Context: an optimization exercise on an open-source flow, tuned for small area and a short achievable clock period. The choices shown serve that exercise and are no tape-out recipe.
Function was checked by simulation only, so behaviour that the tests miss may differ from the original.
Power and IR drop assume default switching activity.

[flow/design.v]
package cpu6_pkg;
    typedef logic [7:0]  byte_t;         
    typedef logic [15:0] word_addr_t;    
    typedef logic [18:0] phys_addr_t;    
    typedef logic [55:0] micro_word_t;
    typedef logic [2:0]  page_base_t;
    typedef logic [3:0]  dp_sel_t;       
    typedef logic [2:0]  strobe3_t;      
    typedef logic [1:0]  strobe2_t;      
    localparam micro_word_t micro_nop = '0;
    localparam int d2d3_lsb           = 0;
    localparam int e6_lsb             = 4;
    localparam int k11_lsb            = 7;
    localparam int h11_lsb            = 10;
    localparam int e7_lsb             = 13;
    localparam int constant_lsb       = 16;   
    localparam int reg_low_select_bit = 53;
    localparam strobe3_t e6_load_result    = 3'd1;
    localparam strobe3_t e6_load_index     = 3'd2;
    localparam strobe3_t e6_load_page_base = 3'd4;
    localparam strobe3_t e6_mar_from_war   = 3'd5;
    localparam strobe3_t h11_war_high = 3'd3;
    localparam strobe3_t h11_war_inc  = 3'd4;
    localparam strobe3_t h11_mar_inc  = 3'd5;
    localparam strobe3_t h11_swap     = 3'd7;
    localparam strobe3_t k11_reg_write  = 3'd4;
    localparam strobe3_t k11_page_write = 3'd5;
    localparam strobe3_t k11_war_low    = 3'd6;
    localparam strobe3_t k11_bus_write  = 3'd7;
    localparam strobe2_t e7_bus_read = 2'd3;
endpackage
module cpu6_mmu
(
    input  logic        clock,
    input  logic        reset,
    input  logic [55:0] micro_in,
    input  logic [7:0]  data_in,
    output logic [18:0] address,
    output logic        write_en,
    output logic [7:0]  data_out
);
    logic       sel_swap, sel_rf, sel_mhi, sel_mlo, sel_bus;
    logic [7:0] const_q;                            
    logic       ld_res, ld_idx, ld_pb, mar_cp;      
    logic       rf_we, pt_we, war_lo, bus_wr;       
    logic       war_hi, war_inc, mar_inc, swap_ld;  
    logic       bus_rd;                             
    wire [3:0] m_dp  = micro_in[3:0];
    wire [2:0] m_e6  = micro_in[6:4];
    wire [2:0] m_k11 = micro_in[9:7];
    wire [2:0] m_h11 = micro_in[12:10];
    wire [1:0] m_e7  = micro_in[14:13];
    always_ff @(posedge clock or posedge reset) begin
        if (reset) begin
            sel_swap <= 1'b1;    
            sel_rf   <= 1'b0;
            sel_mhi  <= 1'b0;
            sel_mlo  <= 1'b0;
            sel_bus  <= 1'b0;
            const_q  <= '0;
            ld_res   <= 1'b0;
            ld_idx   <= 1'b0;
            ld_pb    <= 1'b0;
            mar_cp   <= 1'b0;
            rf_we    <= 1'b0;
            pt_we    <= 1'b0;
            war_lo   <= 1'b0;
            bus_wr   <= 1'b0;
            war_hi   <= 1'b0;
            war_inc  <= 1'b0;
            mar_inc  <= 1'b0;
            swap_ld  <= 1'b0;
            bus_rd   <= 1'b0;
        end else begin
            sel_swap <= (m_dp[3] == 1'b0) && (m_dp[1:0] == 2'd0);
            sel_rf   <= (m_dp[3] == 1'b0) && (m_dp[1:0] == 2'd1);
            sel_mhi  <= (m_dp[3] == 1'b0) && (m_dp[1:0] == 2'd2);
            sel_mlo  <= (m_dp[3] == 1'b0) && (m_dp[1:0] == 2'd3);
            sel_bus  <= (m_dp == 4'd10);
            const_q  <= (m_dp == 4'd13) ? ~micro_in[23:16] : 8'd0;
            ld_res   <= (m_e6 == 3'd1);
            ld_idx   <= (m_e6 == 3'd2);
            ld_pb    <= (m_e6 == 3'd4);
            mar_cp   <= (m_e6 == 3'd5);
            rf_we    <= (m_k11 == 3'd4);
            pt_we    <= (m_k11 == 3'd5);
            war_lo   <= (m_k11 == 3'd6);
            bus_wr   <= (m_k11 == 3'd7);
            war_hi   <= (m_h11 == 3'd3);
            war_inc  <= (m_h11 == 3'd4);
            mar_inc  <= (m_h11 == 3'd5);
            swap_ld  <= (m_h11 == 3'd7);
            bus_rd   <= (m_e7 == 2'd3);
        end
    end
    logic [7:0]  result_q, swap_q, bus_q;
    logic [3:0]  idx_lo;        
    logic [15:0] ra_lo;         
    logic [15:0] ra_hi;         
    logic [7:0]  pb_oh;         
    logic [7:0]  pb_next;
    logic [15:0] war, mar;
    logic [7:0]  d_bus;
    logic [7:0] rf [0:255];
    logic [7:0] rf_rd;
    logic [7:0] rf_grp [0:15];
    always_comb begin
        rf_rd = '0;
        for (int g = 0; g < 16; g++) begin
            rf_grp[g] = '0;
            for (int j = 0; j < 16; j++) begin
                if (ra_lo[j]) rf_grp[g] = rf_grp[g] | rf[g*16+j];
            end
            if (ra_hi[g] && sel_rf) rf_rd = rf_rd | rf_grp[g];
        end
    end
    always_ff @(posedge clock) begin
        for (int g = 0; g < 16; g++) begin
            for (int j = 0; j < 16; j++) begin
                if (rf_we && ra_hi[g] && ra_lo[j]) rf[g*16+j] <= result_q;
            end
        end
    end
    always_comb begin
        d_bus = rf_rd | const_q;
        if (sel_swap) d_bus = d_bus | swap_q;
        if (sel_mhi)  d_bus = d_bus | {~mar[15:12], mar[11:8]};
        if (sel_mlo)  d_bus = d_bus | mar[7:0];
        if (sel_bus)  d_bus = d_bus | bus_q;
    end
    wire [7:0] idx_next = ld_idx ? d_bus : {4'd0, idx_lo};
    wire [3:0] ra_lo_next = {idx_next[3:1], ~(micro_in[53] | idx_next[0])};
    always_ff @(posedge clock or posedge reset) begin
        if (reset) begin
            result_q <= '0;
            idx_lo   <= '0;
            ra_lo    <= 16'd2;
            ra_hi    <= 16'd1;
            pb_oh    <= 8'd1;
            swap_q   <= '0;
        end else begin
            if (ld_res)  result_q <= d_bus;
            idx_lo   <= idx_next[3:0];
            ra_lo    <= 16'd1 << ra_lo_next;
            if (ld_idx)  ra_hi    <= 16'd1 << d_bus[7:4];
            pb_oh    <= pb_next;
            if (swap_ld) swap_q   <= {d_bus[3:0], d_bus[7:4]};
        end
    end
    logic [15:0] war_next, mar_next;
    always_comb begin
        war_next = war_inc ? war + 16'd1 : war;
        if (war_hi) war_next[15:8] = mar_cp ? mar[15:8] : result_q;
        if (war_lo) war_next[7:0]  = mar_cp ? mar[7:0]  : result_q;
        if (mar_inc)     mar_next = mar + 16'd1;
        else if (mar_cp) mar_next = war;
        else             mar_next = mar;
    end
    always_ff @(posedge clock or posedge reset) begin
        if (reset) begin
            war <= '0;
            mar <= '0;
        end else begin
            war <= war_next;
            mar <= mar_next;
        end
    end
    logic [7:0]   pt_d [0:255];
    logic [255:0] pt_v;
    wire  [4:0]   mh = mar[15:11];
    wire  [31:0]  mh_oh = 32'd1 << mh;
    always_ff @(posedge clock) begin
        for (int m = 0; m < 32; m++) begin
            for (int k = 0; k < 8; k++) begin
                if (pt_we && mh_oh[m] && pb_oh[k]) pt_d[m*8+k] <= result_q;
            end
        end
    end
    always_ff @(posedge clock or posedge reset) begin
        if (reset) begin
            pt_v <= '0;
        end else begin
            for (int m = 0; m < 32; m++) begin
                for (int k = 0; k < 8; k++) begin
                    if (pt_we && mh_oh[m] && pb_oh[k]) pt_v[m*8+k] <= 1'b1;
                end
            end
        end
    end
    wire        mh_carry = mar_inc && (&mar[10:0]);
    wire        mh_copy  = mar_cp && !mar_inc;
    wire [31:0] war_oh   = 32'd1 << war[15:11];
    wire [31:0] mhn_oh   = mh_carry ? {mh_oh[30:0], mh_oh[31]} :
                           mh_copy  ? war_oh : mh_oh;
    wire        mh_same  = !mh_carry && !(mh_copy && war[15:11] != mh);
    logic [7:0] frame_next [0:7];
    logic [7:0] frame_sel, frame_q;
    always_comb begin
        for (int k = 0; k < 8; k++) begin
            frame_next[k] = '0;
            for (int m = 0; m < 32; m++) begin
                if (mhn_oh[m] && pt_v[m*8+k]) frame_next[k] = frame_next[k] | pt_d[m*8+k];
            end
            if (pt_we && pb_oh[k] && mh_same) frame_next[k] = result_q;
        end
        pb_next = ld_pb ? (8'd1 << d_bus[2:0]) : pb_oh;
        frame_sel = '0;
        for (int k = 0; k < 8; k++) begin
            if (pb_next[k]) frame_sel = frame_sel | frame_next[k];
        end
    end
    always_ff @(posedge clock or posedge reset) begin
        if (reset) frame_q <= '0;
        else       frame_q <= frame_sel;
    end
    assign address = {frame_q, mar[10:0]};
    logic write_delayed;
    always_ff @(posedge clock or posedge reset) begin
        if (reset) begin
            bus_q         <= '0;
            data_out      <= '0;
            write_delayed <= 1'b0;
            write_en      <= 1'b0;
        end else begin
            if (bus_rd) bus_q <= data_in;
            if (bus_wr) data_out <= d_bus;
            write_delayed <= bus_wr;
            write_en      <= write_delayed;
        end
    end
endmodule
[flow/flow/run.sh]
#!/bin/bash
# Standard layout, with slow stacked-OR/NOR cells (4-input OR/NOR, 3-input OR/NOR and the
# wide AOI/OAI cells) added to the platform's don't-use list, so that synthesis builds the
# wide register-file and page-table read trees from faster cells. Flip-flop mapping is
# unaffected (no sequential cell is excluded). Each step's output is logged in this folder.
set -euo pipefail
PLATFORM_DONT_USE="sky130_fd_sc_hd__probe_p_8 sky130_fd_sc_hd__probec_p_8 sky130_fd_sc_hd__lpflow_bleeder_1 sky130_fd_sc_hd__lpflow_clkbufkapwr_1 sky130_fd_sc_hd__lpflow_clkbufkapwr_16 sky130_fd_sc_hd__lpflow_clkbufkapwr_2 sky130_fd_sc_hd__lpflow_clkbufkapwr_4 sky130_fd_sc_hd__lpflow_clkbufkapwr_8 sky130_fd_sc_hd__lpflow_clkinvkapwr_1 sky130_fd_sc_hd__lpflow_clkinvkapwr_16 sky130_fd_sc_hd__lpflow_clkinvkapwr_2 sky130_fd_sc_hd__lpflow_clkinvkapwr_4 sky130_fd_sc_hd__lpflow_clkinvkapwr_8 sky130_fd_sc_hd__lpflow_decapkapwr_12 sky130_fd_sc_hd__lpflow_decapkapwr_3 sky130_fd_sc_hd__lpflow_decapkapwr_4 sky130_fd_sc_hd__lpflow_decapkapwr_6 sky130_fd_sc_hd__lpflow_decapkapwr_8 sky130_fd_sc_hd__lpflow_inputiso0n_1 sky130_fd_sc_hd__lpflow_inputiso0p_1 sky130_fd_sc_hd__lpflow_inputiso1n_1 sky130_fd_sc_hd__lpflow_inputiso1p_1 sky130_fd_sc_hd__lpflow_inputisolatch_1 sky130_fd_sc_hd__lpflow_isobufsrc_1 sky130_fd_sc_hd__lpflow_isobufsrc_16 sky130_fd_sc_hd__lpflow_isobufsrc_2 sky130_fd_sc_hd__lpflow_isobufsrc_4 sky130_fd_sc_hd__lpflow_isobufsrc_8 sky130_fd_sc_hd__lpflow_isobufsrckapwr_16 sky130_fd_sc_hd__lpflow_lsbuf_lh_hl_isowell_tap_1 sky130_fd_sc_hd__lpflow_lsbuf_lh_hl_isowell_tap_2 sky130_fd_sc_hd__lpflow_lsbuf_lh_hl_isowell_tap_4 sky130_fd_sc_hd__lpflow_lsbuf_lh_isowell_4 sky130_fd_sc_hd__lpflow_lsbuf_lh_isowell_tap_1 sky130_fd_sc_hd__lpflow_lsbuf_lh_isowell_tap_2 sky130_fd_sc_hd__lpflow_lsbuf_lh_isowell_tap_4 sky130_fd_sc_hd__fill_1 sky130_fd_sc_hd__fill_2 sky130_fd_sc_hd__fill_4 sky130_fd_sc_hd__fill_8 "
SLOW_CELLS="sky130_fd_sc_hd__or4_1 sky130_fd_sc_hd__or4_2 sky130_fd_sc_hd__or4_4 sky130_fd_sc_hd__nor4_1 sky130_fd_sc_hd__nor4_2 sky130_fd_sc_hd__nor4_4 sky130_fd_sc_hd__or4b_1 sky130_fd_sc_hd__or4b_2 sky130_fd_sc_hd__or4b_4 sky130_fd_sc_hd__or4bb_1 sky130_fd_sc_hd__or4bb_2 sky130_fd_sc_hd__or4bb_4 sky130_fd_sc_hd__nor4b_1 sky130_fd_sc_hd__nor4b_2 sky130_fd_sc_hd__nor4b_4 sky130_fd_sc_hd__nor4bb_1 sky130_fd_sc_hd__nor4bb_2 sky130_fd_sc_hd__nor4bb_4 sky130_fd_sc_hd__a2111o_1 sky130_fd_sc_hd__a2111o_2 sky130_fd_sc_hd__a2111o_4 sky130_fd_sc_hd__a2111oi_0 sky130_fd_sc_hd__a2111oi_1 sky130_fd_sc_hd__a2111oi_2 sky130_fd_sc_hd__a2111oi_4 sky130_fd_sc_hd__o2111a_1 sky130_fd_sc_hd__o2111a_2 sky130_fd_sc_hd__o2111a_4 sky130_fd_sc_hd__o2111ai_1 sky130_fd_sc_hd__o2111ai_2 sky130_fd_sc_hd__o2111ai_4 sky130_fd_sc_hd__or3_1 sky130_fd_sc_hd__or3_2 sky130_fd_sc_hd__or3_4 sky130_fd_sc_hd__nor3_1 sky130_fd_sc_hd__nor3_2 sky130_fd_sc_hd__nor3_4 sky130_fd_sc_hd__o311a_1 sky130_fd_sc_hd__o311ai_0 sky130_fd_sc_hd__o41a_1 sky130_fd_sc_hd__o41ai_1 sky130_fd_sc_hd__a41o_1 sky130_fd_sc_hd__a41oi_1"
bash standard.sh DONT_USE_CELLS="$PLATFORM_DONT_USE $SLOW_CELLS" finish > layout.log 2>&1
[flow/standard.sh]
#!/bin/bash
# synth_recipe.tcl (not shown) runs the flow's synth.tcl, then flattens the netlist and writes it again
# the make line also repeats each setting of config.mk as NAME=value (left out here)
make -C /OpenROAD-flow-scripts/flow DESIGN_CONFIG=/design/flow/config.mk WORK_HOME=/design/flow/orfs CLKGATE_MAP_FILE= SYNTH_SCRIPT=/design/flow/synth_recipe.tcl "${@:-finish}"
[flow/config.mk]
export PLATFORM = sky130hd
export DESIGN_NAME = cpu6_mmu
export DESIGN_NICKNAME = cpu6_mmu
export VERILOG_FILES = /design/flow/design.v
export SDC_FILE = /design/flow/constraint.sdc
export NUM_CORES = 4
export LEC_CHECK = 0
export CAP_MARGIN = 20
export CORE_MARGIN = 2
export CORE_UTILIZATION = 50
export SETUP_SLACK_MARGIN = 4.2
export SLEW_MARGIN = 20
export TNS_END_PERCENT = 5
[flow/constraint.sdc]
create_clock -name core_clock -period 8.0 [get_ports {clock}]
set_input_delay 1.6000 -clock core_clock [delete_from_list [all_inputs] [get_ports {clock}]]
set_output_delay 1.6000 -clock core_clock [all_outputs]
set_load 0.01 [all_outputs]
==> results_dict.tcl, run 1 <==
set metrics [dict create \
    run_status "timing/DRC/antenna clean" \
    syn_nets 10400 \
    syn_area_per_cell_um2 16.5 \
    top_usage_layer "met2" \
    fmax_mhz 240 \
    fp.dieArea_um2 347000 \
    drive_gt1_share_pct 16.9 \
    use_met2_pct 51.2 \
    use_met3_pct 12.4 \
    layout.cells.non_filler 15600 \
    crit_slowest_cell "nand4b_1" \
    leakage_nw 63.6 \
    syn-instance-count 10400 \
    cts_tree "yes" \
    seq_area_frac_synth_pct 77.8 \
    synth-edff-count 4096 \
    final_area_um2 197000 \
    dr.pass1.iters 8 \
    fillers 25500 \
    synth_top_area_share_pct 71.9 \
    regArea_um2 133000 \
    rsz0062_at_grt "yes" \
    worst_pin_slew_ps 1210 \
    layout_common_cells "edfxtp_1 (4,096), nand4_1 (1,149), a22oi_1 (1,104)" \
    relSlewSlack_pct 18.8 \
    rows 214 \
    fin_crit_sh_pct 52.0 \
    ant_nets 0 \
    hold_viol 0 \
    overflow 0 \
    synthTopCellsByArea "edfxtp_1 (72%), dfrtp_1 (5.8%), a22oi_1 (4.9%)" \
    cts_buffers 444 \
    grt_pass1_vias 105000 \
    drc 0 \
    clock_skew_ps 60.0 \
    hold_start "write_delayed$_DFF_PP0_" \
    die_y_um 589 \
    multi_input_area_um2 36400 \
    grt_start_max_net_pins 210 \
    die_w_um 589 \
    synthToLayoutAreaGrowth_pct 15.0 \
    place_congestion 0.972 \
    async_flop_share_pct 8.90 \
    placed_area_um2 177000 \
    cts_max_level 5 \
    vias 113000 \
    critPathMaxStageDelay_ps 560 \
    cp-end-kind "register" \
    path_cells "ha_4, and4_4, and4_4, buf_12, buf_16, buf_16, nand2_8, buf_12, and2_4, buf_4, a32oi_2, and3_1, nand4b_1, a32oi_2, nand4_1" \
    holdBufCountCts 0 \
    critPathKind "register to register" \
    synth_area_leader_cell "edfxtp_1" \
    ir_drop_mv 0.226 \
    ys.flop_type "edfxtp_1" \
    cts.clk_slew.worst_paths_ps 60 \
    routed_wirelength_um 642000 \
    crit_fanout 8 \
    cts_root_buf "clkbuf_16" \
    start_kind "register" \
    antenna_found_initial 69 \
    port_buffers 61 \
    min_period_ps 4160 \
    power.density_nw_per_um2 287 \
    required_ps 8830 \
    drt-wirelength-per-cell_um 41.1 \
    track_usage_pct 36.1 \
    startpoint "mar[0]$_DFFE_PP0P_" \
    synth-seq-cells 4496 \
    clock_latency_ps 1000 \
    core_area_um2 340000 \
    nets 10700 \
    grt_pass1_wl_um 870000 \
    drv_slew 0 \
    yosysWarningCount 5 \
    synth_area_um2 171000 \
    crit_arrival_ps 5000 \
    finalSetupViolCount 0 \
    drv_cap 0 \
    io_pins 94 \
    drtIter0Drc 20900 \
    hpwl_um 386000 \
    grt_use_met1_pct 50.5 \
    min-delay-path-class "register to register" \
    start_util_pct 50.3 \
    routed_via_density 7.25 \
    place_inst 14500 \
    final_common_cell "edfxtp_1" \
    tns_ps 0 \
    clockBufferDepth 4 \
    ys_types 65 \
    clock-sinks 4496 \
    timing.rr.start "mar[0]$_DFFE_PP0P_" \
]
[kinds of logic after synthesis]
logic type	after synthesis	share of synthesized area (%)
simple gates	3066	11.1
mux	12	0.0761
buf+inv	828	2.20
fa+ha+maj	2	0.0146
xor+xnor	10	0.0512
flops	4496	77.8
compound gates	1951	8.76
[cells in the mapped netlist (12+ instances only)]
master / instances
a21oi_1: 61
buf_4: 23
buf_6: 53
nand4_1: 1149
a32oi_1: 288
or2_2: 266
buf_1: 103
nor3b_1: 18
nand2_2: 12
dfrtp_1: 396
o32a_1: 39
nand2b_1: 34
and4_1: 361
a22o_1: 61
clkbuf_1: 474
o21ai_0: 140
inv_1: 35
a31oi_1: 29
o221ai_1: 30
and4b_1: 71
nand3_1: 98
a22oi_1: 1114
edfxtp_1: 4096
buf_2: 130
a222oi_1: 22
a221oi_1: 107
and2_1: 55
and3_1: 457
o22ai_1: 20
nand2_1: 153
nor2_1: 359
[critical path, delay by kind of cell, from the launching register on]
family,cells,cell delay [ps]
compound gates,2,760
fa+ha+maj,1,140
buf+inv,5,870
flops,1,390
simple gates,7,1790
[state kept, by name, summed over array words and instances (netlist names), 4 cells and up]
register and cells:
pt_d 2048, rf 2048, pt_v 256, mar 16
ra_hi 16, ra_lo 16, war 16, bus_q 8
const_q 8, data_out 8, frame_q 8, pb_oh 8
result_q 8, swap_q 8, idx_lo 4
[what timing repair did]
action,4_1_cts,5_1_grt
cloned,11,0
buffers inserted,186,26
endpoints found under the setup margin,76,46
pin swaps,93,35
gates resized for setup,509,36
[through the flow]
stage / total power, mW / util [%] / hold WS [ps] / setup slack, ps
2_1_floorplan: 31.5 / - / 331 / 565
3_3_place_gp: 34.7 / 52.1 / 333 / 2140
3_5_place_dp: 34.8 / 52.1 / 342 / 2070
4_1_cts: 56.0 / 57.7 / 356 / 4110
5_1_grt: 57.4 / 57.8 / 361 / 3930
6_report: 56.4 / 57.9 / 354 / 3840
[where the power goes]
group	internal, mW	switching, mW	leakage (nW)
Clock	12.0	9.09	7.14
Sequential	27.4	0.782	42.0
Combinational	1.59	5.49	14.5
Total	41.0	15.4	63.6
[worst paths after layout]
kind | endpoint | slack, ps | cells after the start
max in group asynchronous | pt_v[117]$_DFFE_PP0P_ | 5240 | 4
min | write_en$_DFF_PP0_ | 350 | 0
min reg2reg | write_en$_DFF_PP0_ | 350 | 0
min in group asynchronous | mar[3]$_DFFE_PP0P_ | 1230 | 2
max | frame_q[3]$_DFF_PP0_ | 3840 | 15
max reg2reg | frame_q[3]$_DFF_PP0_ | 3840 | 15
[layout make-up]
class	instances	area share (%)
clock buffers	594	6.22
inverters	36	0.0712
multi-input cells	5042	18.5
flip-flops and latches	4496	67.7
diodes	54	0.0687
clock inverters	234	1.17
repair buffers	612	3.42
well taps	4536	2.88
[routing by layer]
metal,up-vias,part of all wire (%)
met5,-,0.059
met4,28,5.0
met3,1579,15
met2,9752,43
met1,58000,37
li1,43800,-
==> inputs of run 2 (changes only) <==
--- a/flow/design.v
+++ b/flow/design.v
@@ -158,9 +158,15 @@
     end
-    always_ff @(posedge clock or posedge reset) begin
-        if (reset) begin
-            war <= '0;
-            mar <= '0;
-        end else begin
-            war <= war_next;
-            mar <= mar_next;
+    logic        mar_lo_ones;
+    logic [31:0] mh_oh;
+    always_ff @(posedge clock or posedge reset) begin
+        if (reset) begin
+            war         <= '0;
+            mar         <= '0;
+            mar_lo_ones <= 1'b0;
+            mh_oh       <= 32'd1;
+        end else begin
+            war         <= war_next;
+            mar         <= mar_next;
+            mar_lo_ones <= &mar_next[10:0];
+            mh_oh       <= 32'd1 << mar_next[15:11];
         end
@@ -170,3 +176,2 @@
     wire  [4:0]   mh = mar[15:11];
-    wire  [31:0]  mh_oh = 32'd1 << mh;
     always_ff @(posedge clock) begin
@@ -189,3 +194,3 @@
     end
-    wire        mh_carry = mar_inc && (&mar[10:0]);
+    wire        mh_carry = mar_inc && mar_lo_ones;
     wire        mh_copy  = mar_cp && !mar_inc;
==> flow/run.sh (new file) <==
#!/bin/bash
# synth_recipe.tcl (not shown) runs the flow's synth.tcl, then flattens the netlist and writes it again
# the make line also repeats each setting of config.mk as NAME=value (left out here)
make -C /OpenROAD-flow-scripts/flow DESIGN_CONFIG=/design/flow/config.mk WORK_HOME=/design/flow/orfs CLKGATE_MAP_FILE= SYNTH_SCRIPT=/design/flow/synth_recipe.tcl finish
--- a/flow/config.mk
+++ b/flow/config.mk
@@ -9,4 +9,6 @@
 export CORE_MARGIN = 2
-export CORE_UTILIZATION = 50
-export SETUP_SLACK_MARGIN = 4.2
+export CORE_UTILIZATION = 55
+export CTS_CLUSTER_DIAMETER = 100
+export CTS_CLUSTER_SIZE = 25
+export SETUP_SLACK_MARGIN = 4.5
 export SLEW_MARGIN = 20
removed: flow/flow/run.sh
removed: flow/standard.sh
==> results_dict.tcl, run 2 <==
set metrics [dict create \
    cts_max_level 4 \
    ys.flop_type "edfxtp_1" \
    die_y_um 560 \
    crit_arrival_ps 5060 \
    ir_drop_mv 0.266 \
    fin_crit_sh_pct 52.2 \
    place_congestion 0.932 \
    fin_util_pct 60.5 \
    p_sw_mw 13.6 \
    critPathMaxStageDelay_ps 1130 \
    final_common_cell "edfxtp_1" \
    clock_skew_ps 56.4 \
    drv_cap 0 \
    drt-wirelength-per-cell_um 40.2 \
    io_pins 94 \
    synth_area_leader_cell "edfxtp_1" \
    holdPathEnd "write_en$_DFF_PP0_" \
    holdBufCountCts 0 \
    crit_slowest_cell "dfstp_2" \
    syn_area_per_cell_um2 17.2 \
    synth_common_cells "edfxtp_1 (4,096), and3_1 (680), a22oi_1 (638)" \
    place_inst 13600 \
    yosysMostFrequentCell "edfxtp_1" \
    synth_area_um2 170000 \
    required_ps 8880 \
    cts.clk_slew.worst_paths_ps 100 \
    drtIter0Drc 16600 \
    path_buf_inv 2 \
    dp_slack_ps 2600 \
    start_kind "register" \
    cts_tree "yes" \
    synth_top_area_share_pct 72.4 \
    syn-instance-count 9896 \
    vias 103000 \
    fmax_mhz 239 \
    worst_pin_slew_ps 1340 \
    layout.cells.non_filler 14300 \
    whs_ps 361 \
    synth-seq-cells 4529 \
    layout_common_cells "edfxtp_1 (4,096), and3_1 (669), a22oi_1 (623)" \
    min_period_ps 4180 \
    crit_fanout 31 \
    switching_share_pct 28.1 \
    pwr-share-seq_pct 59.2 \
    combPwrFrac_pct 15.6 \
    hpwl_um 336000 \
    fin_ws_ps 3820 \
    drv_slew 0 \
    track_usage_pct 35.6 \
    critPathKind "register to register" \
    antenna_found_initial 56 \
    tns_ps 0 \
    routed_via_density 7.22 \
    overflow 0 \
    fp.dieArea_um2 313000 \
    rows 204 \
    ant_nets 0 \
    grt_start_max_net_pins 197 \
    grt_pass1_vias 96800 \
    rrSetupSlack_ps 3820 \
    seq_area_frac_synth_pct 78.8 \
    rr_worst_depth 11 \
    hold_start "write_delayed$_DFF_PP0_" \
    synthToLayoutAreaGrowth_pct 9.80 \
    p_clk_share_pct 25.2 \
    core_area_um2 308000 \
    routed_wirelength_um 575000 \
    top_regs "pt_d: 2048 flops, rf: 2048 flops, pt_v: 256 flops" \
    ys_types 85 \
    power.density_nw_per_um2 260 \
    drc 0 \
    nets 10000 \
    clock-sinks 4529 \
    syn_nets 9964 \
    drive_gt1_share_pct 13.3 \
    async_flop_share_pct 9.56 \
    finalSetupViolCount 0 \
    crit_family "compound AO/OA/AOI/OAI gates" \
    dr.pass1.iters 8 \
    intPower_mw 34.9 \
    port_buffers 61 \
    clock_latency_ps 970 \
    cts_root_buf "clkbuf_16" \
    timing.rr.start "mh_oh[0]$_DFF_PP1_" \
    path_cells "nor2_1, nor3_1, buf_4, o21a_4, buf_8, a311oi_1, and4_1, nand4_1, o32a_1, a22oi_1, nand4_1" \
    synth-edff-count 4096 \
    die_w_um 560 \
    leakage_nw 62.7 \
    min-delay-path-class "register to register" \
    cp-end-kind "register" \
    r2r-end "frame_q[1]$_DFF_PP0_" \
    start_util_pct 55.1 \
    synthTopCellsByArea "edfxtp_1 (72%), dfrtp_1 (6.3%), a22oi_1 (2.8%)" \
    rsz0062_at_grt "yes" \
    yosysWarningCount 5 \
    hold_path_depth 0 \
    crit_path_frequent_cell "nand4_1" \
    run_status "timing/DRC/antenna clean" \
    clockBufferDepth 4 \
    hold_viol 0 \
    relSlewSlack_pct 10.1 \
    cts_buffers 204 \
    grt_pass1_wl_um 781000 \
]
==> run 2: metal layers <==
metal | global-route usage [%] | wire, um
met1 | 48.0 | 210000
met2 | 55.1 | 268000
met3 | 6.20 | 59700
met4 | 20.4 | 37500
met5 | 0 | 265
==> run 2: layout make-up <==
class	instances	area [um^2]
Sequential cell	4529	134000
Fill cell	22500	122000
Multi-Input combinational cell	4621	34600
Timing Repair Buffer	563	6590
Clock buffer	348	5760
Tap cell	4120	5150
Antenna cell	96	240
Inverter	23	101
Clock inverter	8	73.8
==> run 2: cell families after synthesis <==
family                   synth area share, %
adder cells (fa/ha/maj)               0.0147
AO/OA/AOI/OAI                           11.5
flip-flops                              78.8
multiplexers                           0.264
XOR/XNOR                              0.0619
AND/OR/NAND/NOR                         7.47
buffers and inverters                   1.85
==> run 2: worst max-delay path by stage <==
stage,start,to,slack (ps),depth (start not counted)
2_1_floorplan,result_q[0]$_DFFE_PP0P_,pt_d[0][0]$_DFFE_PP_,520,0
3_3_place_gp,mar_inc$_DFF_PP0_,frame_q[6]$_DFF_PP0_,2560,11
3_5_place_dp,mar_inc$_DFF_PP0_,frame_q[6]$_DFF_PP0_,2600,11
4_1_cts,mar_inc$_DFF_PP0_,frame_q[6]$_DFF_PP0_,3980,12
5_1_grt,mar_inc$_DFF_PP0_,frame_q[5]$_DFF_PP0_,3940,10
6_report,mh_oh[0]$_DFF_PP1_,frame_q[1]$_DFF_PP0_,3820,11
==> run 2: timing repair <==
item,in CTS,in global routing
setup buffers,170,37
gates cloned,21,12
pin swaps,63,60
setup endpoints to repair,101,97
gates resized for setup,314,147
==> run 2: power groups by stage <==
| stage | clock [mW] | combinational [mW] | sequential [mW] |
|---|---|---|---|
| 2_1_floorplan | 0 | 2.38 | 30.6 |
| 3_3_place_gp | 0 | 6.24 | 29.3 |
| 6_report | 12.2 | 7.56 | 28.7 |
| 5_1_grt | 13.0 | 7.72 | 28.8 |
| 4_1_cts | 12.2 | 7.17 | 28.7 |
| 3_5_place_dp | 0 | 6.38 | 29.3 |
==> run 2: stage by stage <==
stage	power, mW	cell area (um^2)
2_1_floorplan	32.9	170000
3_3_place_gp	35.5	175000
3_5_place_dp	35.7	175000
4_1_cts	48.1	185000
5_1_grt	49.5	186000
6_report	48.5	186000
==> inputs of run 3 (changes only) <==
==> flow/flow/run.sh (new file) <==
#!/bin/bash
# Standard layout, with slow stacked-OR/NOR cells (4-input OR/NOR, 3-input OR/NOR and the
# wide AOI/OAI cells) added to the platform's don't-use list, so that synthesis builds the
# wide register-file and page-table read trees from faster cells. Flip-flop mapping is
# unaffected (no sequential cell is excluded). The delay cells are excluded too, so the port
# buffers are ordinary buffers that timing repair can resize. Output is logged in this folder.
set -euo pipefail
PLATFORM_DONT_USE="sky130_fd_sc_hd__probe_p_8 sky130_fd_sc_hd__probec_p_8 sky130_fd_sc_hd__lpflow_bleeder_1 sky130_fd_sc_hd__lpflow_clkbufkapwr_1 sky130_fd_sc_hd__lpflow_clkbufkapwr_16 sky130_fd_sc_hd__lpflow_clkbufkapwr_2 sky130_fd_sc_hd__lpflow_clkbufkapwr_4 sky130_fd_sc_hd__lpflow_clkbufkapwr_8 sky130_fd_sc_hd__lpflow_clkinvkapwr_1 sky130_fd_sc_hd__lpflow_clkinvkapwr_16 sky130_fd_sc_hd__lpflow_clkinvkapwr_2 sky130_fd_sc_hd__lpflow_clkinvkapwr_4 sky130_fd_sc_hd__lpflow_clkinvkapwr_8 sky130_fd_sc_hd__lpflow_decapkapwr_12 sky130_fd_sc_hd__lpflow_decapkapwr_3 sky130_fd_sc_hd__lpflow_decapkapwr_4 sky130_fd_sc_hd__lpflow_decapkapwr_6 sky130_fd_sc_hd__lpflow_decapkapwr_8 sky130_fd_sc_hd__lpflow_inputiso0n_1 sky130_fd_sc_hd__lpflow_inputiso0p_1 sky130_fd_sc_hd__lpflow_inputiso1n_1 sky130_fd_sc_hd__lpflow_inputiso1p_1 sky130_fd_sc_hd__lpflow_inputisolatch_1 sky130_fd_sc_hd__lpflow_isobufsrc_1 sky130_fd_sc_hd__lpflow_isobufsrc_16 sky130_fd_sc_hd__lpflow_isobufsrc_2 sky130_fd_sc_hd__lpflow_isobufsrc_4 sky130_fd_sc_hd__lpflow_isobufsrc_8 sky130_fd_sc_hd__lpflow_isobufsrckapwr_16 sky130_fd_sc_hd__lpflow_lsbuf_lh_hl_isowell_tap_1 sky130_fd_sc_hd__lpflow_lsbuf_lh_hl_isowell_tap_2 sky130_fd_sc_hd__lpflow_lsbuf_lh_hl_isowell_tap_4 sky130_fd_sc_hd__lpflow_lsbuf_lh_isowell_4 sky130_fd_sc_hd__lpflow_lsbuf_lh_isowell_tap_1 sky130_fd_sc_hd__lpflow_lsbuf_lh_isowell_tap_2 sky130_fd_sc_hd__lpflow_lsbuf_lh_isowell_tap_4"
SLOW_CELLS="sky130_fd_sc_hd__or4_1 sky130_fd_sc_hd__or4_2 sky130_fd_sc_hd__or4_4 sky130_fd_sc_hd__nor4_1 sky130_fd_sc_hd__nor4_2 sky130_fd_sc_hd__nor4_4 sky130_fd_sc_hd__or4b_1 sky130_fd_sc_hd__or4b_2 sky130_fd_sc_hd__or4b_4 sky130_fd_sc_hd__or4bb_1 sky130_fd_sc_hd__or4bb_2 sky130_fd_sc_hd__or4bb_4 sky130_fd_sc_hd__nor4b_1 sky130_fd_sc_hd__nor4b_2 sky130_fd_sc_hd__nor4b_4 sky130_fd_sc_hd__nor4bb_1 sky130_fd_sc_hd__nor4bb_2 sky130_fd_sc_hd__nor4bb_4 sky130_fd_sc_hd__a2111o_1 sky130_fd_sc_hd__a2111o_2 sky130_fd_sc_hd__a2111o_4 sky130_fd_sc_hd__a2111oi_0 sky130_fd_sc_hd__a2111oi_1 sky130_fd_sc_hd__a2111oi_2 sky130_fd_sc_hd__a2111oi_4 sky130_fd_sc_hd__o2111a_1 sky130_fd_sc_hd__o2111a_2 sky130_fd_sc_hd__o2111a_4 sky130_fd_sc_hd__o2111ai_1 sky130_fd_sc_hd__o2111ai_2 sky130_fd_sc_hd__o2111ai_4 sky130_fd_sc_hd__or3_1 sky130_fd_sc_hd__or3_2 sky130_fd_sc_hd__or3_4 sky130_fd_sc_hd__nor3_1 sky130_fd_sc_hd__nor3_2 sky130_fd_sc_hd__nor3_4 sky130_fd_sc_hd__o311a_1 sky130_fd_sc_hd__o311ai_0 sky130_fd_sc_hd__o41a_1 sky130_fd_sc_hd__o41ai_1 sky130_fd_sc_hd__a41o_1 sky130_fd_sc_hd__a41oi_1 sky130_fd_sc_hd__clkdlybuf4s15_1 sky130_fd_sc_hd__clkdlybuf4s15_2 sky130_fd_sc_hd__clkdlybuf4s18_1 sky130_fd_sc_hd__clkdlybuf4s18_2 sky130_fd_sc_hd__clkdlybuf4s25_1 sky130_fd_sc_hd__clkdlybuf4s25_2 sky130_fd_sc_hd__clkdlybuf4s50_1 sky130_fd_sc_hd__clkdlybuf4s50_2 sky130_fd_sc_hd__dlygate4sd1_1 sky130_fd_sc_hd__dlygate4sd2_1 sky130_fd_sc_hd__dlygate4sd3_1 sky130_fd_sc_hd__dlymetal6s2s_1 sky130_fd_sc_hd__dlymetal6s4s_1 sky130_fd_sc_hd__dlymetal6s6s_1 "
bash standard.sh DONT_USE_CELLS="$PLATFORM_DONT_USE $SLOW_CELLS" finish > layout.log 2>&1
==> flow/standard.sh (new file) <==
#!/bin/bash
# synth_recipe.tcl (not shown) runs the flow's synth.tcl, then flattens the netlist and writes it again
# the make line also repeats each setting of config.mk as NAME=value (left out here)
make -C /OpenROAD-flow-scripts/flow DESIGN_CONFIG=/design/flow/config.mk WORK_HOME=/design/flow/orfs CLKGATE_MAP_FILE= SYNTH_SCRIPT=/design/flow/synth_recipe.tcl "${@:-finish}"
removed: flow/run.sh
==> results_dict.tcl, run 3 <==
set metrics [dict create \
    cts_max_level 4 \
    required_ps 8810 \
    routed_wirelength_um 564000 \
    finalSetupViolCount 0 \
    grt_pass1_vias 95800 \
    tns_ps 0 \
    worst_pin_slew_ps 1200 \
    routed_via_density 7.14 \
    synth_area_leader_cell "edfxtp_1" \
    drt-wirelength-per-cell_um 39.4 \
    critPathKind "register to register" \
    timing.rr.start "mar_cp$_DFF_PP0_" \
    use_met2_pct 55.9 \
    dr.pass1.iters 8 \
    leakage_nw 60.0 \
    hpwl_um 339000 \
    run_status "timing/DRC/antenna clean" \
    crit_fanout 8 \
    nets 10100 \
    synth_top_area_share_pct 72.8 \
    endpoint "frame_q[3]$_DFF_PP0_" \
    yosysMostFrequentCell "edfxtp_1" \
    place_congestion 0.969 \
    p_total_mw 46.5 \
    overflow 0 \
    synthToLayoutAreaGrowth_pct 8.84 \
    top_regs "pt_d: 2048 flops, rf: 2048 flops, pt_v: 256 flops" \
    fin_crit_sh_pct 47.8 \
    syn_nets 9991 \
    startpoint "mar_cp$_DFF_PP0_" \
    io_pins 94 \
    crit_arrival_ps 4630 \
    start_util_pct 55.3 \
    ys.flop_type "edfxtp_1" \
    power.density_nw_per_um2 253 \
    clock_latency_ps 960 \
    grt_pass1_wl_um 771000 \
    vias 102000 \
    ant_nets 0 \
    synthTopCellsByArea "edfxtp_1 (73%), dfrtp_1 (6.3%), a22oi_1 (5.7%)" \
    hold_viol 0 \
    synth_area_um2 169000 \
    synth-edff-count 4096 \
    drive_gt1_share_pct 13.3 \
    fmax_mhz 262 \
    async_flop_share_pct 9.56 \
    top_usage_layer "met2" \
    cts.clk_slew.worst_paths_ps 100 \
    drv_cap 0 \
    drtIter0Drc 16400 \
    use_met3_pct 5.88 \
    syn-instance-count 9923 \
    relSlewSlack_pct 20.2 \
    cts_root_buf "clkbuf_16" \
    synth_common_cells "edfxtp_1 (4,096), a22oi_1 (1,289), and3_1 (695)" \
    antenna_found_initial 61 \
    fp.dieArea_um2 311000 \
    clock_skew_ps 51.5 \
    rrSetupSlack_ps 4180 \
    rows 203 \
    core_area_um2 306000 \
    clockBufferDepth 4 \
    rr_worst_depth 12 \
    synth-seq-cells 4529 \
    grt_use_met1_pct 48.4 \
    port_buffers 61 \
    cts_tree "yes" \
    die_w_um 558 \
    min_period_ps 3820 \
    r2r-end "frame_q[3]$_DFF_PP0_" \
    min-delay-path-class "register to register" \
    die_y_um 558 \
    fillers 22400 \
    ys_types 73 \
    seq_area_frac_synth_pct 79.3 \
    whs_ps 367 \
    ir_drop_mv 0.228 \
    grt_start_max_net_pins 166 \
    start_kind "register" \
    rsz0062_at_grt "yes" \
    drv_slew 0 \
    cp-end-kind "register" \
    syn_area_per_cell_um2 17.0 \
    layout_common_cells "edfxtp_1 (4,096), a22oi_1 (1,254), and3_1 (628)" \
    cts_buffers 203 \
    clock-sinks 4529 \
    drc 0 \
    final_common_cell "edfxtp_1" \
    track_usage_pct 35.6 \
    yosysWarningCount 5 \
]
-- run 3: changes by cell type after synthesis, sizes merged, moves of 72 or more --
cell | before | now
nand4 | 273 | 424
a221oi | 438 | 169
a32oi | 215 | 287
a22o | 466 | 133
a22oi | 638 | 1290
nand2 | 289 | 206
o21ai | 48 | 145
-- run 3: power breakdown --
group	internal [mW]	total (mW)	switching, mW	leakage [nW]
Clock	4.90	12.1	7.21	2.75
Sequential	27.5	28.4	0.929	42.4
Combinational	1.36	5.96	4.59	14.8
-- run 3: worst min path at each step --
stage / start / end / slack, ps / cells after the start
after floorplan: write_delayed$_DFF_PP0_ / write_en$_DFF_PP0_ / 330 / 0
after CTS: write_delayed$_DFF_PP0_ / write_en$_DFF_PP0_ / 370 / 0
final: write_delayed$_DFF_PP0_ / write_en$_DFF_PP0_ / 370 / 0
after global routing: write_delayed$_DFF_PP0_ / write_en$_DFF_PP0_ / 380 / 0
after detailed placement: write_delayed$_DFF_PP0_ / write_en$_DFF_PP0_ / 350 / 0
after global placement: write_delayed$_DFF_PP0_ / write_en$_DFF_PP0_ / 340 / 0
-- run 3: cell type report --
class | count | area, um^2 | area share [%]
well taps | 4100 | 5130 | 2.79
diodes | 80 | 200 | 0.109
multi-input cells | 4609 | 34100 | 18.6
clock inverters | 7 | 72.6 | 0.0395
inverters | 52 | 201 | 0.110
flip-flops and latches | 4529 | 134000 | 72.9
clock buffers | 329 | 5660 | 3.08
repair buffers | 590 | 4390 | 2.39
-- run 3: layer usage --
layer	wire, um	vias up
met1	210000	53300
met4	33200	28
met5	195	-
met2	265000	6810
li1	-	40900
met3	55600	1147
-- run 3: cell families after synthesis --
group | count (synthesis) | share of synthesized area, %
flops | 4529 | 79.3
compound gates | 2408 | 11.0
simple gates | 2152 | 7.53
buf+inv | 788 | 1.90
mux | 32 | 0.202
xor+xnor | 12 | 0.0623
fa+ha+maj | 2 | 0.0148
-- run 3: repair_timing --
item,4_1_cts,5_1_grt
setup endpoints to repair,78,66
hold buffers,0,0
gates cloned,7,2
pin swaps,126,63
buffers inserted,199,19
resized for setup,679,118
hold endpoints to repair,0,0
-- run 3: worst max-delay path: stages, from the launching register on --
cell      delay (ps)
dfrtp_4          540
buf_1            180
nor2b_4          190
buf_8            140
buf_1            110
a22oi_2          110
buf_2            250
and3_2           340
a221oi_2         330
nand4_1          260
nand4b_1         610
a32oi_2          470
nand4_1          130
-- run 3: per-stage QoR --
| step | instance area [um^2] | util, % | worst slack [ps] | instances |
|---|---|---|---|---|
| after CTS | 183000 | 59.9 | 4340 | 14200 |
| after floorplan | 169000 | - | 424 | 9923 |
| after global routing | 184000 | 60.1 | 4280 | 14200 |
| after global placement | 173000 | 56.7 | 2410 | 13600 |
| final | 184000 | 60.1 | 4180 | 14300 |
| after detailed placement | 173000 | 56.7 | 2360 | 13700 |
==> inputs of run 4 (changes only) <==
--- a/flow/config.mk
+++ b/flow/config.mk
@@ -9,4 +9,4 @@
 export CORE_MARGIN = 2
-export CORE_UTILIZATION = 55
-export CTS_CLUSTER_DIAMETER = 100
+export CORE_UTILIZATION = 58
+export CTS_CLUSTER_DIAMETER = 90
 export CTS_CLUSTER_SIZE = 25
==> results_dict.tcl, run 4 <==
set metrics [dict create \
    run_status "timing/DRC/antenna clean" \
    ys.flop_type "edfxtp_1" \
    syn-instance-count 9923 \
    routed_via_density 7.22 \
    worst_pin_slew_ps 1200 \
    core_area_um2 290000 \
    rows 198 \
    clock_skew_ps 56.9 \
    clockBufferDepth 4 \
    seq_area_frac_synth_pct 79.3 \
    synthToLayoutAreaGrowth_pct 8.46 \
    cts_max_level 4 \
    fillers 20800 \
    place_inst 13400 \
    critPathKind "register to register" \
    layout_common_cells "edfxtp_1 (4,096), a22oi_1 (1,267), and3_1 (631)" \
    rsz0062_at_grt "yes" \
    combPwrFrac_pct 12.6 \
    finalSetupViolCount 0 \
    power.density_nw_per_um2 254 \
    cts_root_buf "clkbuf_16" \
    drc 0 \
    synth_top_area_share_pct 72.8 \
    grt_pass1_wl_um 763000 \
    required_ps 8820 \
    fmax_mhz 254 \
    start_util_pct 58.2 \
    hold_viol 0 \
    intPower_mw 33.9 \
    grt_pass1_vias 95600 \
    crit_fanout 8 \
    io_pins 94 \
    pwr-share-seq_pct 61.0 \
    critPathMaxStageDelay_ps 560 \
    holdBufCountCts 0 \
    hpwl_um 341000 \
    synth_common_cells "edfxtp_1 (4,096), a22oi_1 (1,289), and3_1 (695)" \
    synth-edff-count 4096 \
    synthTopCellsByArea "edfxtp_1 (73%), dfrtp_1 (6.3%), a22oi_1 (5.7%)" \
    die_y_um 544 \
    yosysWarningCount 5 \
    die_w_um 544 \
    syn_area_per_cell_um2 17.0 \
    ir_drop_mv 0.232 \
    vias 102000 \
    synth_area_leader_cell "edfxtp_1" \
    final_common_cell "edfxtp_1" \
    drtIter0Drc 15400 \
    dr.pass1.iters 8 \
    ant_nets 0 \
    async_flop_share_pct 9.56 \
    cts.clk_slew.worst_paths_ps 100 \
    cts_tree "yes" \
    min_period_ps 3940 \
    fp.dieArea_um2 295000 \
    synth_area_um2 169000 \
    top_regs "pt_d: 2048 flops, rf: 2048 flops, pt_v: 256 flops" \
    p_clk_share_pct 26.4 \
    p_sw_mw 12.6 \
    drive_gt1_share_pct 12.7 \
    fin_crit_sh_pct 49.2 \
    yosysMostFrequentCell "edfxtp_1" \
    start_kind "register" \
    drv_cap 0 \
    path_cells "buf_2, mux2_1, nand2_2, a21oi_1, buf_2, a22o_1, a221oi_1, nand4_1, o32a_1, a22oi_2, nand4_1" \
    cp-end-kind "register" \
    layout.cells.non_filler 14100 \
    syn_nets 9991 \
    cts_buffers 205 \
    leakage_nw 59.8 \
    track_usage_pct 37.1 \
    clock-sinks 4529 \
    nets 10100 \
    crit_arrival_ps 4750 \
    overflow 0 \
    routed_wirelength_um 555000 \
    drv_slew 0 \
    place_congestion 0.956 \
    relSlewSlack_pct 20.1 \
    min-delay-path-class "register to register" \
    clock_latency_ps 970 \
    grt_start_max_net_pins 217 \
    tns_ps 0 \
    port_buffers 61 \
    crit_slowest_cell "dfrtp_2" \
    ys_types 73 \
    switching_share_pct 27.1 \
    synth-seq-cells 4529 \
    drt-wirelength-per-cell_um 39.4 \
    antenna_found_initial 41 \
]
run 4: power groups by stage:
stage	registers [mW]	clock network [mW]	logic (mW)
2_1_floorplan	29.8	0	2.06
3_3_place_gp	29.0	0	4.95
3_5_place_dp	29.0	0	5.06
4_1_cts	28.3	12.3	5.65
5_1_grt	28.4	13.1	6.03
6_report	28.4	12.3	5.86
run 4: final cells by class:
cell class,instances,area (um^2),share of cell area [%]
multi-input combinational,4609,33700,18.4
clock inverter,11,103,0.0560
sequential,4529,134000,73.2
inverter,52,199,0.109
clock buffer,326,5790,3.16
antenna,59,148,0.0806
tap,3900,4880,2.66
timing repair buffer,593,4370,2.38
run 4: kinds of logic after synthesis:
logic type,Yosys count,share of synthesized area (%)
flops,4529,79.3
fa+ha+maj,2,0.0148
mux,32,0.202
xor+xnor,12,0.0623
buf+inv,788,1.90
simple gates,2152,7.53
compound gates,2408,11.0
run 4: timing repair:
item                                    4_1_cts  5_1_grt
resized for setup                           614       73
gates cloned                                  6        0
pin swaps                                    95       52
buffers inserted                            207       29
endpoints found under the setup margin       76       59
run 4: per-stage QoR:
step	util (%)	area (um^2)	hold slack [ps]	total power, mW	setup WS [ps]
floorplan	-	169000	331	31.8	424
global placement	59.6	173000	338	33.9	2210
detailed placement	59.6	173000	364	34.1	2170
CTS	62.9	183000	391	46.3	4280
global route	63.0	183000	387	47.5	4150
finish	63.1	183000	379	46.5	4060
run 4: worst max-delay path, delay by kind of cell (launching register included):
kind | cells | cell delay (ps)
buf+inv | 2 | 570
simple gates | 3 | 730
compound gates | 5 | 1560
mux | 1 | 370
flops | 1 | 560
run 4: worst paths after layout:
check / startpoint / endpoint / slack [ps] / depth (start not counted)
min in group asynchronous: reset / pt_v[201]$_DFFE_PP0P_ / 840 / 2
max in group asynchronous: reset / result_q[5]$_DFFE_PP0P_ / 5350 / 4
hold / removal: write_delayed$_DFF_PP0_ / write_en$_DFF_PP0_ / 380 / 0
setup reg to reg: mh_oh[6]$_DFF_PP0_ / frame_q[0]$_DFF_PP0_ / 4060 / 11
hold reg to reg: write_delayed$_DFF_PP0_ / write_en$_DFF_PP0_ / 380 / 0
setup / recovery: mh_oh[6]$_DFF_PP0_ / frame_q[0]$_DFF_PP0_ / 4060 / 11
run 4: routing by layer:
metal,GRT usage (%),share of wire (%)
met1,49.8,37
met5,0,0.033
met2,58.7,47
met3,6.08,9.6
met4,19.8,6.3
==> inputs of run 5 (changes only) <==
--- a/flow/config.mk
+++ b/flow/config.mk
@@ -9,6 +9,6 @@
 export CORE_MARGIN = 2
-export CORE_UTILIZATION = 58
+export CORE_UTILIZATION = 60
 export CTS_CLUSTER_DIAMETER = 90
 export CTS_CLUSTER_SIZE = 25
-export SETUP_SLACK_MARGIN = 4.5
+export SETUP_SLACK_MARGIN = 4.7
 export SLEW_MARGIN = 20
==> results_dict.tcl, run 5 <==
set metrics [dict create \
    placed_area_um2 173000 \
    cts_buffers 203 \
    fp.dieArea_um2 286000 \
    io_pins 94 \
    vias 102000 \
    finalSetupViolCount 0 \
    yosysWarningCount 5 \
    port_buffers 61 \
    ys_types 73 \
    use_met3_pct 6.97 \
    drv_cap 0 \
    timing.rr.start "mar_inc$_DFF_PP0_" \
    fin_crit_sh_pct 49.8 \
    hold_start "write_delayed$_DFF_PP0_" \
    cts.clk_slew.worst_paths_ps 100 \
    drc 0 \
    place_congestion 0.995 \
    clock_skew_ps 45.2 \
    startpoint "mar_inc$_DFF_PP0_" \
    grt_pass1_vias 95800 \
    fmax_mhz 251 \
    ant_nets 0 \
    cts_max_level 4 \
    cp.depth 11 \
    path_cells "nand2b_4, buf_1, nor2_1, a21oi_4, buf_4, a32o_1, a221oi_2, nand4_1, nand4b_1, a32oi_4, nand4_1" \
    run_status "timing/DRC/antenna clean" \
    syn-instance-count 9923 \
    track_usage_pct 38.8 \
    grt_use_met1_pct 52.8 \
    hpwl_um 331000 \
    cts_root_buf "clkbuf_16" \
    hold_viol 0 \
    dr.pass1.iters 10 \
    final_area_um2 183000 \
    ir_drop_mv 0.261 \
    start_util_pct 60.4 \
    required_ps 8810 \
    die_w_um 534 \
    top_usage_layer "met2" \
    async_flop_share_pct 9.56 \
    path_buf_inv 2 \
    cts_tree "yes" \
    synth_common_cells "edfxtp_1 (4,096), a22oi_1 (1,289), and3_1 (695)" \
    drive_gt1_share_pct 12.8 \
    holdBufCountCts 0 \
    drtIter0Drc 15700 \
    worst_pin_slew_ps 1240 \
    min-delay-path-class "register to register" \
    cp-end-kind "register" \
    critPathMaxStageDelay_ps 620 \
    tns_ps 0 \
    fillers 19400 \
    crit_fanout 16 \
    syn_area_per_cell_um2 17.0 \
    routed_via_density 7.34 \
    overflow 0 \
    clock_latency_ps 960 \
    synth_area_um2 169000 \
    crit_family "simple AND/OR/NAND/NOR gates" \
    synthTopCellsByArea "edfxtp_1 (73%), dfrtp_1 (6.3%), a22oi_1 (5.7%)" \
    nets 10100 \
    syn_nets 9991 \
    ys.flop_type "edfxtp_1" \
    antenna_found_initial 48 \
    rows 194 \
    synthToLayoutAreaGrowth_pct 8.67 \
    die_y_um 534 \
    power.density_nw_per_um2 253 \
    drt-wirelength-per-cell_um 40.2 \
    endpoint "frame_q[3]$_DFF_PP0_" \
    clockBufferDepth 4 \
    core_area_um2 280000 \
    relSlewSlack_pct 17.0 \
    rrSetupSlack_ps 4020 \
    top_regs "pt_d: 2048 flops, rf: 2048 flops, pt_v: 256 flops" \
    seq_area_frac_synth_pct 79.3 \
    start_kind "register" \
    grt_pass1_wl_um 771000 \
    synth_area_leader_cell "edfxtp_1" \
    synth_top_area_share_pct 72.8 \
    grt_start_max_net_pins 209 \
    final_common_cell "edfxtp_1" \
    leakage_nw 60.0 \
    clock-sinks 4529 \
    drv_slew 0 \
    synth-seq-cells 4529 \
    yosysMostFrequentCell "edfxtp_1" \
    routed_wirelength_um 561000 \
    rr_worst_depth 11 \
    layout_common_cells "edfxtp_1 (4,096), a22oi_1 (1,247), and3_1 (626)" \
    crit_slowest_cell "nand4b_1" \
    critPathKind "register to register" \
    r2r-end "frame_q[3]$_DFF_PP0_" \
    min_period_ps 3980 \
    crit_path_frequent_cell "nand4_1" \
    use_met2_pct 59.4 \
    rsz0062_at_grt "yes" \
    synth-edff-count 4096 \
    crit_arrival_ps 4790 \
]
[run 5: cell count changes in the layout (fill, tap and decap cells not counted), sizes merged]
| cell | before | now |
|---|---|---|
| clkinv | 7 | 3 |
| inv | 55 | 53 |
| nand2b | 22 | 21 |
| bufbuf | 3 | 12 |
| a41o | 2 | 1 |
| clkbuf | 338 | 347 |
| buf | 578 | 592 |
| diode | 59 | 78 |
[run 5: how the worst min path moves through the flow]
stage / end / cells after the start / slack (ps)
5_1_grt: write_en$_DFF_PP0_ / 0 / 390
4_1_cts: write_en$_DFF_PP0_ / 0 / 370
3_3_place_gp: write_en$_DFF_PP0_ / 0 / 330
2_1_floorplan: write_en$_DFF_PP0_ / 0 / 330
6_report: write_en$_DFF_PP0_ / 0 / 370
3_5_place_dp: write_en$_DFF_PP0_ / 0 / 350
[run 5: power breakdown]
group	total, mW	internal [mW]	switching (mW)
logic	5.96	1.37	4.59
registers	28.4	27.5	0.873
clock network	12.1	4.94	7.16
[run 5: stage by stage]
step	power [mW]	worst slack (ps)	util, %	hold WS (ps)	std cells
5_1_grt	47.4	4180	65.6	387	13900
3_5_place_dp	34.0	2570	61.8	353	13200
4_1_cts	46.2	4350	65.3	375	13800
2_1_floorplan	31.8	424	-	331	9923
6_report	46.5	4020	65.6	371	13900
3_3_place_gp	33.9	2460	61.8	335	13200
[run 5: worst reg2reg max path: cells and delay by family (launching register included)]
family | cells | cell delay, ps
buffers and inverters | 2 | 570
and+or+nand+nor | 5 | 1470
DFF | 1 | 580
AOI/OAI and AO/OA | 4 | 1220
[run 5: routing by layer]
| layer | wire length [um] | share of wire (%) |
|---|---|---|
| met5 | 177 | 0.032 |
| met4 | 38100 | 6.8 |
| met3 | 58400 | 10 |
| met2 | 259000 | 46 |
| met1 | 205000 | 37 |
[run 5: final cells by class]
class,instances,area (um^2),share of cell area [%]
well taps,3724,4660,2.54
flip-flops and latches,4529,134000,73.0
multi-input cells,4607,33900,18.5
repair buffers,614,4760,2.60
diodes,78,195,0.106
inverters,52,199,0.108
clock inverters,5,42.5,0.0232
clock buffers,337,5720,3.12
[run 5: cells by family (layout without fill, tap and decap cells)]
group | Yosys count | count (layout) | synth area share [%]
adders and majority gates | 2 | 2 | 0.0148
buffers and inverters | 788 | 1008 | 1.90
muxes | 32 | 32 | 0.202
xor gates and xnor gates | 12 | 12 | 0.0623
other | 0 | 78 | 0
AOI/OAI and AO/OA | 2408 | 2408 | 11.0
DFF | 4529 | 4529 | 79.3
and+or+nand+nor | 2152 | 2153 | 7.53
[run 5: timing repair]
action | 4_1_cts | 5_1_grt
pin swaps | 152 | 45
setup buffers | 226 | 42
endpoints found under the setup margin | 91 | 75
resized for setup | 678 | 83
cloned | 13 | 1

==> afterwards: timing with drivers on the ports <==
The results above use ideal ports. As a check the final layouts listed here were re-extracted and re-timed, cells and wires unchanged.
Step 1 sets driving cells, clkbuf_16 on the clock port and buf_2 on the other inputs (assumed; they add their load-dependent delay and slew).
Step 2 adds t to the input delays and takes it off the output delays; t is the mean of the earliest and latest rising clock arrival at the registers after step 1. Input paths then give back, and output paths get back, about the clock's delay inside the block.
a / b / c = ideal / step 1 / step 2; a / b = the first two.
| run | t, ns | setup slack, ns | worst setup path at the end | pins driven straight from the clock port |
|---|---|---|---|---|
| run 1 | 1.077 | 3.838 / 3.838 / 3.838 | register to register | 1 |
| run 2 | 1.071 | 3.820 / 3.820 / 3.820 | register to register | 1 |
| run 3 | 1.037 | 4.177 / 4.177 / 4.177 | register to register | 1 |
| run 4 | 1.051 | 4.065 / 4.065 / 4.065 | register to register | 1 |
| run 5 | 1.046 | 4.016 / 4.016 / 4.016 | register to register | 1 |
After both steps every run listed still meets setup and hold.
